From an optimization exercise on the open Yosys and OpenROAD flow, aimed at small area and a short achievable clock period; shortcuts taken in it are not production practice. In this exercise RTL edits were held to simulation tests only and were not proved equivalent to the original. No activity file was given, so power comes from the tool's default toggle rates.

## design.v

```verilog
package chess_pkg;
    typedef logic [2:0]   coord_t;    
    typedef logic [7:0]   square_t;   
    typedef logic [511:0] board_t;    
    typedef logic [11:0]  disp_t;     
    typedef logic [2:0]   sound_t;
    typedef logic [2:0]   click_t;
    typedef enum logic [1:0] {
        st_play      = 2'b01,
        st_black_win = 2'b10,
        st_white_win = 2'b11
    } game_state_e;
    localparam logic color_white = 1'b0;
    localparam logic color_black = 1'b1;
    localparam logic [2:0] piece_king   = 3'd1;
    localparam logic [2:0] piece_queen  = 3'd2;
    localparam logic [2:0] piece_bishop = 3'd3;
    localparam logic [2:0] piece_knight = 3'd4;
    localparam logic [2:0] piece_rook   = 3'd5;
    localparam logic [2:0] piece_pawn   = 3'd6;
    localparam sound_t snd_select   = 3'd1;
    localparam sound_t snd_deselect = 3'd2;
    localparam sound_t snd_move     = 3'd3;
    localparam sound_t snd_capture  = 3'd4;
    localparam sound_t snd_illegal  = 3'd5;
    localparam sound_t snd_gameover = 3'd7;
    localparam click_t click_none     = 3'd0;
    localparam click_t click_select   = 3'd1;
    localparam click_t click_deselect = 3'd2;
    localparam click_t click_try_move = 3'd3;
    localparam click_t click_illegal  = 3'd4;
endpackage
import chess_pkg::*;
module click_decode (
    input  logic   clk,
    input  logic   rstn,
    input  logic   is_pressed,
    input  chess_pkg::coord_t cursor_x,
    input  chess_pkg::coord_t cursor_y,
    input  chess_pkg::board_t board,
    input  logic   turn,
    input  logic   has_selected,
    input  chess_pkg::coord_t sel_x,
    input  chess_pkg::coord_t sel_y,
    output chess_pkg::click_t click_kind
);
    logic    prev_pressed;
    logic    press_pulse;
    chess_pkg::square_t target;
    logic    own_piece;
    logic    on_selection;
    always_ff @(posedge clk or negedge rstn) begin
        if (!rstn) begin
            prev_pressed <= 1'b0;
        end else begin
            prev_pressed <= is_pressed;
        end
    end
    assign press_pulse = is_pressed & ~prev_pressed;
    assign target       = board[{cursor_y, cursor_x, 3'b000} +: 8];
    assign own_piece    = target[4] && (target[3] == turn);
    assign on_selection = has_selected && (cursor_x == sel_x) && (cursor_y == sel_y);
    always_comb begin
        click_kind = click_none;
        if (press_pulse) begin
            if (on_selection) begin
                click_kind = click_deselect;
            end else if (own_piece) begin
                click_kind = click_select;    
            end else if (has_selected) begin
                click_kind = click_try_move;  
            end else begin
                click_kind = click_illegal;
            end
        end
    end
endmodule
import chess_pkg::*;
module move_check (
    input  chess_pkg::board_t board,
    input  chess_pkg::coord_t sel_x,
    input  chess_pkg::coord_t sel_y,
    input  chess_pkg::coord_t cursor_x,
    input  chess_pkg::coord_t cursor_y,
    output logic   legal
);
    logic       sel_color;
    logic [2:0] sel_kind;
    chess_pkg::coord_t     dx;
    chess_pkg::coord_t     dy;
    chess_pkg::coord_t     span;
    chess_pkg::coord_t     step_x;
    chess_pkg::coord_t     step_y;
    chess_pkg::coord_t     mid_y;
    logic       target_full;
    logic       mid_full;
    logic       straight;
    logic       diagonal;
    logic       path_clear;
    logic       fwd_one;
    logic       fwd_two;
    logic       pawn_ok;
    logic       knight_ok;
    logic       king_ok;
    assign sel_kind  = board[{sel_y, sel_x, 3'b000} +: 3];
    assign sel_color = board[{sel_y, sel_x, 3'b011}];
    assign dx = (cursor_x > sel_x) ? cursor_x - sel_x : sel_x - cursor_x;
    assign dy = (cursor_y > sel_y) ? cursor_y - sel_y : sel_y - cursor_y;
    assign span = (dx > dy) ? dx : dy;
    assign step_x = (cursor_x > sel_x) ? 3'd1 : ((cursor_x < sel_x) ? 3'd7 : 3'd0);
    assign step_y = (cursor_y > sel_y) ? 3'd1 : ((cursor_y < sel_y) ? 3'd7 : 3'd0);
    assign target_full = board[{cursor_y, cursor_x, 3'b100}];
    assign straight = (dx == 3'd0) != (dy == 3'd0);
    assign diagonal = (dx == dy) && (dx != 3'd0);
    always_comb begin
        chess_pkg::coord_t px;
        chess_pkg::coord_t py;
        px         = sel_x;
        py         = sel_y;
        path_clear = 1'b1;
        for (int k = 1; k < 7; k++) begin
            px = px + step_x;
            py = py + step_y;
            if (k < int'(span) && board[{py, px, 3'b100}]) begin
                path_clear = 1'b0;
            end
        end
    end
    always_comb begin
        if (sel_color == color_white) begin
            fwd_one = ({1'b0, cursor_y} == {1'b0, sel_y} + 4'd1);
            fwd_two = (sel_y == 3'd1) && (cursor_y == 3'd3);
            mid_y   = 3'd2;
        end else begin
            fwd_one = ({1'b0, sel_y} == {1'b0, cursor_y} + 4'd1);
            fwd_two = (sel_y == 3'd6) && (cursor_y == 3'd4);
            mid_y   = 3'd5;
        end
    end
    assign mid_full = board[{mid_y, sel_x, 3'b100}];
    assign pawn_ok = ((dx == 3'd0) && fwd_one && !target_full)
                  || ((dx == 3'd0) && fwd_two && !mid_full && !target_full)
                  || ((dx == 3'd1) && fwd_one && target_full);    
    assign knight_ok = ((dx == 3'd1) && (dy == 3'd2)) || ((dx == 3'd2) && (dy == 3'd1));
    assign king_ok   = (dx <= 3'd1) && (dy <= 3'd1) && (span != 3'd0);
    always_comb begin
        case (sel_kind)
            piece_pawn:   legal = pawn_ok;
            piece_knight: legal = knight_ok;
            piece_king:   legal = king_ok;
            piece_rook:   legal = straight && path_clear;
            piece_bishop: legal = diagonal && path_clear;
            piece_queen:  legal = (straight || diagonal) && path_clear;
            default:      legal = 1'b0;
        endcase
    end
endmodule
import chess_pkg::*;
module game_control (
    input  logic         clk,
    input  logic         rstn,
    input  chess_pkg::click_t       click_kind,
    input  logic         legal,
    input  chess_pkg::coord_t       cursor_x,
    input  chess_pkg::coord_t       cursor_y,
    output chess_pkg::board_t       board,
    output logic         turn,
    output logic         has_selected,
    output chess_pkg::coord_t       sel_x,
    output chess_pkg::coord_t       sel_y,
    output chess_pkg::game_state_e  state,
    output chess_pkg::sound_t       sound_code,
    output logic         play_sound,
    output chess_pkg::disp_t [63:0] board_data
);
    chess_pkg::square_t src_sq;
    chess_pkg::square_t dst_sq;
    logic    king_taken;
    function automatic logic [511:0] opening_board();
        logic [511:0] b;
        logic [2:0] kind;
        b = '0;
        for (int f = 0; f < 8; f++) begin
            case (f)
                0, 7:    kind = piece_rook;
                1, 6:    kind = piece_knight;
                2, 5:    kind = piece_bishop;
                3:       kind = piece_queen;
                default: kind = piece_king;
            endcase
            b[(0 * 8 + f) * 8 +: 8] = {3'b000, 1'b1, color_white, kind};
            b[(1 * 8 + f) * 8 +: 8] = {3'b000, 1'b1, color_white, piece_pawn};
            b[(6 * 8 + f) * 8 +: 8] = {3'b000, 1'b1, color_black, piece_pawn};
            b[(7 * 8 + f) * 8 +: 8] = {3'b000, 1'b1, color_black, kind};
        end
        opening_board = b;
    endfunction
    assign src_sq     = board[{sel_y, sel_x, 3'b000} +: 8];
    assign dst_sq     = board[{cursor_y, cursor_x, 3'b000} +: 8];
    assign king_taken = dst_sq[4] && (dst_sq[2:0] == piece_king);
    always_ff @(posedge clk or negedge rstn) begin
        if (!rstn) begin
            board        <= opening_board();
            turn         <= color_white;
            has_selected <= 1'b0;
            sel_x        <= '0;
            sel_y        <= '0;
            state        <= st_play;
            sound_code   <= '0;
            play_sound   <= 1'b0;
        end else begin
            play_sound <= 1'b0;   
            if (state == st_play && click_kind != click_none) begin
                play_sound <= 1'b1;
                case (click_kind)
                    click_select: begin
                        has_selected <= 1'b1;
                        sel_x        <= cursor_x;
                        sel_y        <= cursor_y;
                        sound_code   <= snd_select;
                    end
                    click_deselect: begin
                        has_selected <= 1'b0;
                        sound_code   <= snd_deselect;
                    end
                    click_try_move: begin
                        if (legal) begin
                            board[{cursor_y, cursor_x, 3'b000} +: 8] <= src_sq;
                            board[{sel_y, sel_x, 3'b000} +: 8]       <= '0;
                            turn         <= ~turn;
                            has_selected <= 1'b0;
                            if (king_taken) begin
                                sound_code <= snd_gameover;
                                state <= (turn == color_white) ? st_white_win : st_black_win;
                            end else if (dst_sq[4]) begin
                                sound_code <= snd_capture;
                            end else begin
                                sound_code <= snd_move;
                            end
                        end else begin
                            sound_code <= snd_illegal;   
                        end
                    end
                    default: begin
                        sound_code <= snd_illegal;
                    end
                endcase
            end
        end
    end
    for (genvar i = 0; i < 64; i++) begin : g_disp
        logic is_cursor;
        logic is_sel;
        assign is_cursor = ({cursor_y, cursor_x} == 6'(i));
        assign is_sel    = has_selected && ({sel_y, sel_x} == 6'(i));
        assign board_data[i] = {2'b00, is_sel, is_cursor | is_sel, board[i * 8 +: 8]};
    end
endmodule
import chess_pkg::*;
module chess_top (
    input  logic         clk,
    input  logic         rstn,
    input  logic [2:0]   cursor_x,
    input  logic [2:0]   cursor_y,
    input  logic         is_pressed,
    output logic [1:0]   state,
    output logic [767:0] board_data,    
    output logic [2:0]   sound_code,
    output logic         play_sound
);
    chess_pkg::board_t board;
    logic   turn;
    logic   has_selected;
    chess_pkg::coord_t sel_x;
    chess_pkg::coord_t sel_y;
    chess_pkg::click_t click_kind;
    logic   legal;
    click_decode u_click_decode (
        .clk          (clk),
        .rstn         (rstn),
        .is_pressed   (is_pressed),
        .cursor_x     (cursor_x),
        .cursor_y     (cursor_y),
        .board        (board),
        .turn         (turn),
        .has_selected (has_selected),
        .sel_x        (sel_x),
        .sel_y        (sel_y),
        .click_kind   (click_kind)
    );
    move_check u_move_check (
        .board    (board),
        .sel_x    (sel_x),
        .sel_y    (sel_y),
        .cursor_x (cursor_x),
        .cursor_y (cursor_y),
        .legal    (legal)
    );
    game_control u_game_control (
        .clk          (clk),
        .rstn         (rstn),
        .click_kind   (click_kind),
        .legal        (legal),
        .cursor_x     (cursor_x),
        .cursor_y     (cursor_y),
        .board        (board),
        .turn         (turn),
        .has_selected (has_selected),
        .sel_x        (sel_x),
        .sel_y        (sel_y),
        .state        (state),
        .sound_code   (sound_code),
        .play_sound   (play_sound),
        .board_data   (board_data)
    );
endmodule
```

## run.sh

```bash
#!/bin/bash
# synth_recipe.tcl (not shown) runs the flow's synth.tcl, then flattens the netlist and writes it again
# the make line also repeats each setting of config.mk as NAME=value (left out here)
make -C /OpenROAD-flow-scripts/flow DESIGN_CONFIG=/design/flow/config.mk WORK_HOME=/design/flow/orfs CLKGATE_MAP_FILE= SYNTH_SCRIPT=/design/flow/synth_recipe.tcl finish
```

## config.mk

```make
export PLATFORM = sky130hd
export DESIGN_NAME = chess_top
export DESIGN_NICKNAME = chess_top
export VERILOG_FILES = /design/flow/design.v
export SDC_FILE = /design/flow/constraint.sdc
export NUM_CORES = 4
export LEC_CHECK = 0
export CAP_MARGIN = 20
export CORE_MARGIN = 2
export CORE_UTILIZATION = 40
export SLEW_MARGIN = 20
```

## constraint.sdc

```tcl
create_clock -name core_clock -period 10.0 [get_ports {clk}]
set_input_delay 2.0000 -clock core_clock [delete_from_list [all_inputs] [get_ports {clk}]]
set_output_delay 2.0000 -clock core_clock [all_outputs]
set_load 0.01 [all_outputs]
```

==> summary.txt <==
[final timing paths]
kind	cells past startpoint	end	from
worst max-delay path	25	u_game_control.sound_code[1]$_DFFE_PN0P_	cursor_x[2]
max in group asynchronous	3	u_game_control.board[296]$_DFFE_PN0P_	rstn
worst min-delay path	1	u_game_control.board[2]$_DFFE_PN1P_	u_game_control.board[2]$_DFFE_PN1P_
min in group asynchronous	1	u_game_control.board[14]$_DFFE_PN0P_	rstn
worst max register to register	25	u_game_control.sound_code[1]$_DFFE_PN0P_	u_game_control.sel_x[1]$_DFFE_PN0P_
worst min register to register	1	u_game_control.board[2]$_DFFE_PN1P_	u_game_control.board[2]$_DFFE_PN1P_
[registers in the layout, indices dropped and copies added, names as in the netlist]
| register | cells |
|---|---|
| u_click_decode.prev_pressed | 1 |
| u_game_control.board | 512 |
| u_game_control.has_selected | 1 |
| u_game_control.play_sound | 1 |
| u_game_control.sel_x | 3 |
| u_game_control.sel_y | 3 |
| u_game_control.sound_code | 3 |
| u_game_control.state | 2 |
| u_game_control.turn | 1 |
[per-layer routing]
metal	share of wire	up-vias	wire length (um)
li1	-	12500	-
met1	0.38	16400	63100
met2	0.46	2276	77100
met3	0.11	472	19200
met4	0.052	18	8740
met5	0.00068	-	115
[through the flow]
step	hold WS (ns)	utilization	cell area (um^2)
floorplan	0.491	-	35100
global placement	0.489	0.488	41700
detailed placement	0.495	0.488	41700
CTS	0.504	0.510	43500
global route	0.512	0.510	43600
finish	0.504	0.510	43600
[critical path, cell delays in order]
cell      delay [ns]
buf_2           0.13
ha_1            0.38
a21oi_1         0.24
nand2_1         0.10
nand2_1         0.15
ha_1            0.22
inv_1           0.07
fa_1            0.52
inv_1           0.11
fa_1            0.53
fa_1            0.62
fa_1            0.48
fa_1            0.53
fa_1            0.56
buf_4           0.25
mux4_2          0.23
mux2i_1         0.08
mux4_2          0.49
a211oi_1        0.24
o31ai_1         0.10
a21oi_1         0.31
o31a_1          0.79
nor2_1          0.15
buf_4           0.19
a221o_1         0.30
[logic make-up after synthesis]
group | after synthesis
other | 1
adders and majority gates | 53
DFF | 527
buffers and inverters | 469
xor gates and xnor gates | 40
AOI/OAI and AO/OA | 901
muxes | 369
and+or+nand+nor | 635
[cell type report]
| class | count | area, um^2 |
|---|---|---|
| Fill cell | 7702 | 41800 |
| Multi-Input combinational cell | 2126 | 19200 |
| Sequential cell | 527 | 13300 |
| Timing Repair Buffer | 761 | 7550 |
| Clock buffer | 87 | 1660 |
| Tap cell | 1144 | 1430 |
| Inverter | 58 | 218 |
| Clock inverter | 13 | 214 |
[cell usage in the layout (no fill, tap or decap), types with 55 or more instances in the layout]
cell             instances
clkdlybuf4s50_1        649
o2bb2ai_1              506
dfrtp_1                419
mux4_2                 270
nor2_1                 186
nand2_1                163
conb_1                 128
dfstp_2                105
buf_4                   92
o22ai_1                 85
a21oi_1                 76
mux2i_1                 71
nor3_1                  66
o21ai_0                 57
nand3_2                 55
clkbuf_16               55
[where the power goes]
group | leakage [nW] | internal (mW) | total [mW] | switching (mW)
sequential | 6.97 | 2.13 | 2.13 | 0.0000446
clock | 0.913 | 1.26 | 2.16 | 0.902
combinational | 7.88 | 0.207 | 0.609 | 0.402
total | 15.8 | 3.60 | 4.91 | 1.30
==> impl_metrics.csv <==
group,metric,value,unit
outcome,status,"timing/DRC/antenna clean",
yosys,synth-edff-count,0,
yosys,synth_mux_area_frac,0.206,
clock_tree,cts_sinks,527,
detailed_routing,drt-wirelength-per-cell,35.7,um
yosys,synth_fa_ha_area_frac,0.0227,
detailed_routing,via_per_inst,6.71,
detailed_routing,drtPass1Iterations,6,
placement,numPortBuffers,654,
placement,dp_cells,4615,
grt,grt-busiest-layer,"met2",
power,vdd_drop_max,0.000167,V
min_path,hold_class,"reg2reg",
yosys,synth_most_common_cell,"o2bb2ai_1",
power,finalPower,4.91,mW
yosys,syn_inst,2995,
power,power_density,113,nW/um^2
die,ioPinCount,783,
yosys,syn_avg_cell_area,11.5,um^2
yosys,yosys-top-cells-area,"dfrtp_1, mux4_2, o2bb2ai_1",
clock_tree,post-cts-setup-buffers,0,
detailed_routing,route.detailed.drc,0,
placement,dp_hpwl,124000,um
clock_tree,clk_latency,0.63,ns
timing,fmax,108,MHz
detailed_routing,drt_iter0_markers,3943,
yosys,synth-simple-area-share,0.0946,
critical_path,cp-start-kind,"input pin",
grt,gr-usage-met2,0.576,
clock_tree,cts-resized-gates,0,
die,fp.dieArea,88800,um^2
power,p_leak,15.8,nW
clock_tree,path_clk_slew,0.06,ns
timing,rsz0062_at_grt,"false",
timing,fin_tns_setup,0,ns
clock_tree,htree_levels,2,
timing,fin_ws,0.708,ns
timing,skew,0.0292,ns
detailed_routing,wl,168000,um
critical_path,cp_max_fo,17,
grt,use_met1,0.483,
detailed_routing,postRouteAntennaNets,0,
timing,setup-violations-final,0,
clock_tree,cts_made_buffers,54,
die,rows,107,
grt,antenna_found_initial,10,
yosys,synth_xor_area_frac,0.0135,
yosys,synth_top_family_by_area,"multiplexers",
clock_tree,postCtsHoldBufs,0,
finish,drive_gt1_frac,0.194,
critical_path,rrSetupSlack,0.94,ns
detailed_routing,dr_total_vias,31600,
clock_tree,clk_path_buf_depth,3,
finish,layout.nets,3590,
die,die_h,298,um
timing,final_hold_viol_count,0,
grt,grt_max_degree,130,
yosys,synth_common_cells,"o2bb2ai_1, dfrtp_1, mux4_2",
timing,relSlewSlack,0.195,
critical_path,required,10.50,ns
clock_tree,cts-root-buf,"clkbuf_16",
finish,final_cells,4716,
finish,area_delta_synth_final,26.1,%
yosys,synth_compound_gate_area_share,0.202,
clock_tree,cts_tree,"yes",
critical_path,arrival,9.80,ns
grt,grtUsageMet3,0.102,
grt,track_usage,0.370,
critical_path,end_kind,"register",
yosys,syn_area,34600,um^2
yosys,ys.flop_type,"dfrtp_1",
timing,fin_crit_sh,0.929,
grt,grt_pass1_vias,30300,
critical_path,worstSetupPathType,"in2reg",
die,core-area,85400,um^2
timing,worstMarginPinSlew,1.20,ns
finish,antenna_cells,0,
yosys,async_reset_ff_frac,1.00,
die,die_w,298,um
yosys,synth_top_cell_by_area,"dfrtp_1",
die,start_util,0.405,
yosys,ys_seq_elements,527,
placement,place_ws,0.252,ns
yosys,yosysUniqueCellTypes,80,
yosys,ys_seq_area_frac,0.385,
placement,gp_congestion,1.00,
yosys,synth_top_area_frac,0.306,
timing,slew_violations,0,
timing,period_minus_slack,9.29,ns
yosys,yosys_warnings,3,
job,maxCapViolations,0,
grt,overflow,0,
grt,grt_pass1_wl,238000,um

what the ideal ports hide:
The results above use ideal ports. As a check the final layout listed here was re-extracted and re-timed, cells and wires unchanged.
Step 1, drivers: a clkbuf_16 drives clk and a buf_2 each remaining input, both assumed.
Step 2 times the ports against the registers' clock, not the clock port: input delays grow and output delays shrink by t, the midpoint of the rising clock arrivals with the driver on.
Slacks: ideal / step 1 / step 2; pairs: ideal / step 1.
t (ns): 0.685
slack for setup (ns): 0.708 / 0.751 / 0.065
worst setup path after step 2: input to register
latest minus earliest clock arrival (ns): 0.030 / 0.029
worst slew at a driven data input, ns: 0.07
After both steps setup and hold are still met in this run. For this run, drivers alone change the setup slack by +0.043 ns; drivers and shift together by -0.643 ns.
